What follows belongs to an exercise in optimizing a design on an open flow for small area and a short achievable clock period; a production flow would make more cautious choices.
In this exercise RTL edits were held to simulation tests only and were not proved equivalent to the original.

==> flow/design.v <==
`timescale 1ns/10ps
`default_nettype none
module cacc_lsd #(
  parameter WIDTH = 36
) (
  input  wire [WIDTH-1:0] value,
  output wire [5:0]       cnt
);
  localparam N = 64;
  wire [N-1:0] x = {value[WIDTH-2:0] ^ {(WIDTH-1){value[WIDTH-1]}}, 1'b1, {(N-WIDTH){1'b0}}};
  reg [N-1:0]   z;
  reg [6*N-1:0] c;
  integer l, b;
  always @(*) begin
    z = ~x;
    c = {(6*N){1'b0}};
    for (l = 1; l <= 6; l = l + 1) begin
      for (b = 0; b < (N >> l); b = b + 1) begin
        c[6*b +: 6] = z[2*b+1] ? (c[6*(2*b) +: 6] | (6'd1 << (l - 1))) : c[6*(2*b+1) +: 6];
        z[b]        = z[2*b+1] & z[2*b];
      end
    end
  end
  assign cnt = c[5:0];
endmodule
`default_nettype wire
`timescale 1ns/10ps
`default_nettype none
module cacc_add #(
  parameter WIDTH = 41
) (
  input  wire [WIDTH-1:0] a,
  input  wire [WIDTH-1:0] b,
  input  wire             cin,
  output wire [WIDTH-1:0] sum
);
  localparam LEVELS = 6;
  wire [WIDTH:0] g0 = {a & b, cin};
  wire [WIDTH:0] p0 = {a ^ b, 1'b0};
  reg [WIDTH:0] g, p, gn, pn;
  integer l, i, k;
  always @(*) begin
    g = g0;
    p = p0;
    for (l = 0; l < LEVELS; l = l + 1) begin
      gn = g;
      pn = p;
      for (i = 0; i <= WIDTH; i = i + 1) begin
        if ((i >> l) & 1) begin
          k = ((i >> l) << l) - 1;
          gn[i] = g[i] | (p[i] & g[k]);
          pn[i] = p[i] & p[k];
        end
      end
      g = gn;
      p = pn;
    end
  end
  assign sum = p0[WIDTH:1] ^ g[WIDTH-1:0];
endmodule
`default_nettype wire
`timescale 1ns/10ps
`default_nettype none
module cacc_fp48_calc (
  input  wire        nvdla_core_clk,
  input  wire        nvdla_core_rstn,
  input  wire        in_valid,
  input  wire        in_sel,
  input  wire [43:0] in_data,
  input  wire [47:0] in_op,
  input  wire        in_op_valid,
  output wire [47:0] out_partial_data,
  output reg         out_partial_valid,
  output reg  [31:0] out_final_data,
  output reg         out_final_valid
);
  reg r1_valid, r1_fin;
  reg r2_valid, r2_fin;
  reg r3_fin;
  always @(posedge nvdla_core_clk or negedge nvdla_core_rstn) begin
    if (!nvdla_core_rstn) begin
      r1_valid          <= 1'b0;
      r1_fin            <= 1'b0;
      r2_valid          <= 1'b0;
      r2_fin            <= 1'b0;
      r3_fin            <= 1'b0;
      out_partial_valid <= 1'b0;
      out_final_valid   <= 1'b0;
    end else begin
      r1_valid          <= in_valid;
      r1_fin            <= in_valid & in_sel;
      r2_valid          <= r1_valid;
      r2_fin            <= r1_fin;
      r3_fin            <= r2_fin;
      out_partial_valid <= r2_valid & ~r2_fin;
      out_final_valid   <= r3_fin;
    end
  end
  wire [5:0]  d_expo = in_data[43:38];
  wire [37:0] d_mant = in_data[37:0];
  wire [7:0]  o_expo = in_op_valid ? in_op[47:40] : 8'd0;
  wire [39:0] o_mant = in_op_valid ? in_op[39:0] : 40'd0;
  wire d_zero = ~(|d_mant);
  wire d_nan  = &d_expo;
  wire o_zero = ~(|o_mant);
  wire o_nan  = &o_expo;
  wire [5:0] d_lead;
  cacc_lsd #(.WIDTH(36)) u_lsd36 (
    .value (d_mant[35:0]),
    .cnt   (d_lead)
  );
  reg [35:0] r1_dm;
  reg [5:0]  r1_lead;
  reg [7:0]  r1_oe;
  reg [39:0] r1_om;
  reg        r1_nan;
  reg [7:0]  r1_sh;
  reg        r1_xge;
  wire [7:0] o_expz = o_zero ? 8'd0 : o_expo;
  wire [8:0] a_dd   = {3'b0, d_expo} + 9'd47;
  wire [8:0] a_do   = a_dd - {1'b0, o_expo};
  wire [8:0] a_zo   = 9'd35 - {1'b0, o_expo};
  wire [8:0] a_diff = d_zero ? (o_zero ? 9'd35 : a_zo) :
                               (o_zero ? a_dd  : a_do);
  wire [8:0] xy_diff = a_diff - {3'b0, d_lead};
  wire [8:0] yx_diff = {3'b0, d_lead} - a_diff;
  wire       a_ge    = ~xy_diff[8];
  always @(posedge nvdla_core_clk) begin
    r1_sh    <= a_ge ? xy_diff[7:0] : yx_diff[7:0];
    r1_xge   <= a_ge;
    r1_dm    <= d_mant[35:0];
    r1_lead  <= d_lead;
    r1_oe    <= o_expz;
    r1_om    <= {(d_nan & ~o_nan) ? d_mant[37:27] : o_mant[39:29], o_mant[28:0]};
    r1_nan   <= d_nan | o_nan;
  end
  wire [35:0] x_norm = r1_dm << r1_lead;
  wire [39:0] x_mant = {x_norm, 4'b0};
  wire [7:0]  y_expo = r1_oe;
  wire        x_ge    = r1_xge;
  wire [7:0]  sh_amt  = r1_sh;
  wire [7:0]  max_e   = y_expo + (x_ge ? sh_amt : 8'd0);
  wire [39:0] bg   = x_ge ? x_mant : r1_om;
  wire [39:0] sml = x_ge ? r1_om  : x_mant;
  reg [41:0] s_wide;
  always @(*) begin
    s_wide = $signed({sml, 2'd0}) >>> sh_amt[5:0];
    if (sh_amt[7] | sh_amt[6]) s_wide = {42{sml[39]}};
  end
  reg s_stick;
  integer j;
  always @(*) begin
    s_stick = sml[39] & (sh_amt >= 8'd43);
    for (j = 0; j < 40; j = j + 1) begin
      if (sml[j] && ({1'b0, sh_amt} >= j + 3) && ({1'b0, sh_amt} <= j + 40)) begin
        s_stick = 1'b1;
      end
    end
  end
  reg [39:0] r2_big;
  reg [39:0] r2_small;
  reg [2:0]  r2_cut;
  reg [7:0]  r2_expo;
  reg        r2_nan;
  reg [10:0] r2_pay;
  always @(posedge nvdla_core_clk) begin
    r2_big   <= bg;
    r2_small <= s_wide[41:2];
    r2_cut   <= {s_wide[1:0], s_stick};
    r2_expo  <= max_e;
    r2_nan   <= r1_nan;
    r2_pay   <= r1_om[39:29];
  end
  wire [40:0] m_sum;
  cacc_add #(.WIDTH(41)) u_add (
    .a   ({r2_big[39], r2_big}),
    .b   ({r2_small[39], r2_small}),
    .cin (1'b0),
    .sum (m_sum)
  );
  wire [43:0] s_tot = {m_sum, r2_cut};
  wire        s_zero = ~(|s_tot);
  wire [5:0] s_lead;
  cacc_lsd #(.WIDTH(44)) u_lsd44 (
    .value (s_tot),
    .cnt   (s_lead)
  );
  reg [43:0] s_shift;
  always @(*) begin
    s_shift = s_tot;
    if (s_lead[5]) s_shift = s_shift << 32;
    if (s_lead[4]) s_shift = s_shift << 16;
    if (s_lead[3]) s_shift = s_shift << 8;
    if (s_lead[2]) s_shift = s_shift << 4;
    if (s_lead[1]) s_shift = s_shift << 2;
    if (s_lead[0]) s_shift = s_shift << 1;
  end
  wire [7:0]  s_expo  = r2_expo + 8'd1 - {2'b00, s_lead};
  reg [41:0] r3_sum;
  reg [7:0]  r3_expo;
  always @(posedge nvdla_core_clk) begin
    r3_sum  <= r2_nan ? {r2_pay, 31'd0} : {s_shift[43:3], |s_shift[2:0]};
    r3_expo <= r2_nan ? 8'hff : s_zero ? 8'd0 : s_expo;
  end
  wire        r_sign  = r3_sum[41];
  wire [39:0] r_eff   = r3_sum[41:2];
  wire        r_p5    = r3_sum[1] & (~r_sign | r3_sum[0]);
  wire [39:0] r_round = r_eff + {39'd0, r_p5};
  wire        r_cpos  = ~r_sign & (&r_eff[38:0]) & r_p5;
  wire        r_cneg  = r_sign & ~r_eff[38] & (&r_eff[37:0]) & r_p5;
  wire [39:0] r_mant  = {r_round[39] & ~r_cpos, r_round[38] ^ (r_cpos | r_cneg), r_round[37:0]};
  wire [7:0]  r_expo  = r_cneg ? r3_expo - 8'd1 : r3_expo + {7'd0, r_cpos};
  assign out_partial_data = {r_expo, r_mant};
  wire        p_sign  = r_mant[39];
  wire [38:0] p_umant = r_mant[38:0];
  wire        p_neg2  = p_sign & ~(|p_umant);
  wire        p_nan   = &r_expo;
  wire        p_zero  = ~(|r_mant);
  wire        p_z14   = ~(|p_umant[13:0]);
  wire        p_c     = p_sign & p_z14;
  wire [24:0] p_b     = p_umant[38:14] ^ {25{p_sign}};
  wire        p_carry = (&p_b[24:1]) & (p_b[0] ^ p_c);
  wire [22:0] p_inc   = p_b[23:1] + {22'd0, p_b[0] | p_c};
  wire [22:0] p_frac  = p_nan ? {13'b0, p_umant[38:29]} : p_inc;
  wire [7:0]  p_er    = r_expo + 8'd64 + {7'd0, p_carry | p_neg2};
  wire [7:0]  p_expo  = p_zero ? 8'd0 : p_nan ? 8'hff : p_er;
  always @(posedge nvdla_core_clk) begin
    out_final_data <= {p_sign, p_expo, p_frac};
  end
endmodule
`default_nettype wire
export LEC_CHECK = 0
export ABC_AREA = 1
export CAP_MARGIN = 20
export CORE_MARGIN = 2
export CORE_UTILIZATION = 40
export SETUP_SLACK_MARGIN = 4.0
export SLEW_MARGIN = 20
create_clock -name core_clock -period 10.0 [get_ports {nvdla_core_clk}]
run.sh (not shown) runs the stock make flow with config.mk's settings and CLKGATE_MAP_FILE= SYNTH_SCRIPT=/design/flow/synth_recipe.tcl, a recipe that flattens the netlist after the stock synthesis.
==> next run, changes <==
--- a/flow/design.v
+++ b/flow/design.v
@@ -139,17 +139,13 @@
   wire [7:0]  y_expo = r1_oe;
   wire        x_ge    = r1_xge;
   wire [7:0]  sh_amt  = r1_sh;
   wire [7:0]  max_e   = y_expo + (x_ge ? sh_amt : 8'd0);
   wire [39:0] bg   = x_ge ? x_mant : r1_om;
   wire [39:0] sml = x_ge ? r1_om  : x_mant;
-  reg [41:0] s_wide;
-  always @(*) begin
-    s_wide = $signed({sml, 2'd0}) >>> sh_amt[5:0];
-    if (sh_amt[7] | sh_amt[6]) s_wide = {42{sml[39]}};
-  end
+  wire [41:0] s_wide = $signed({sml, 2'd0}) >>> sh_amt;
   reg s_stick;
   integer j;
   always @(*) begin
     s_stick = sml[39] & (sh_amt >= 8'd43);
     for (j = 0; j < 40; j = j + 1) begin
       if (sml[j] && ({1'b0, sh_amt} >= j + 3) && ({1'b0, sh_amt} <= j + 40)) begin
Core utilization shrinks by 0.14 points.
Critical path depth grows by 4.
Hold slack improved by 4.6 ps.
Design area stays flat.
Cell count grows by 0.48%.
Flip-flop and latch count does not change.
Register-to-register slack got worse by 30 ps.

==> afterwards: timing with drivers on the ports <==
Ports are ideal in the flow. The routed layouts listed here were re-timed in OpenROAD. Step 1: set_driving_cell puts a clkbuf_16 on nvdla_core_clk and a buf_2 on each other input, an assumption about the parent block. Step 2, shift: input delay + t, output delay - t, t = (earliest + latest rising clock arrival at the registers) / 2. This alone moves slack from input paths to output paths. Slacks: ideal ports / drivers / drivers and shift; pairs: ideal ports / drivers.
| run | shift t [ns] | setup WS [ns] | worst setup path after step 2 |
|---|---|---|---|
| the first run | 0.603 | 4.120 / 4.059 / 3.850 | input to register |
| the second run | 0.623 | 4.227 / 4.162 / 3.723 | input to register |
After both steps setup and hold are still met in every run listed. For the second run, which loses most, drivers alone change the setup slack by -0.065 ns; drivers and shift together by -0.504 ns.
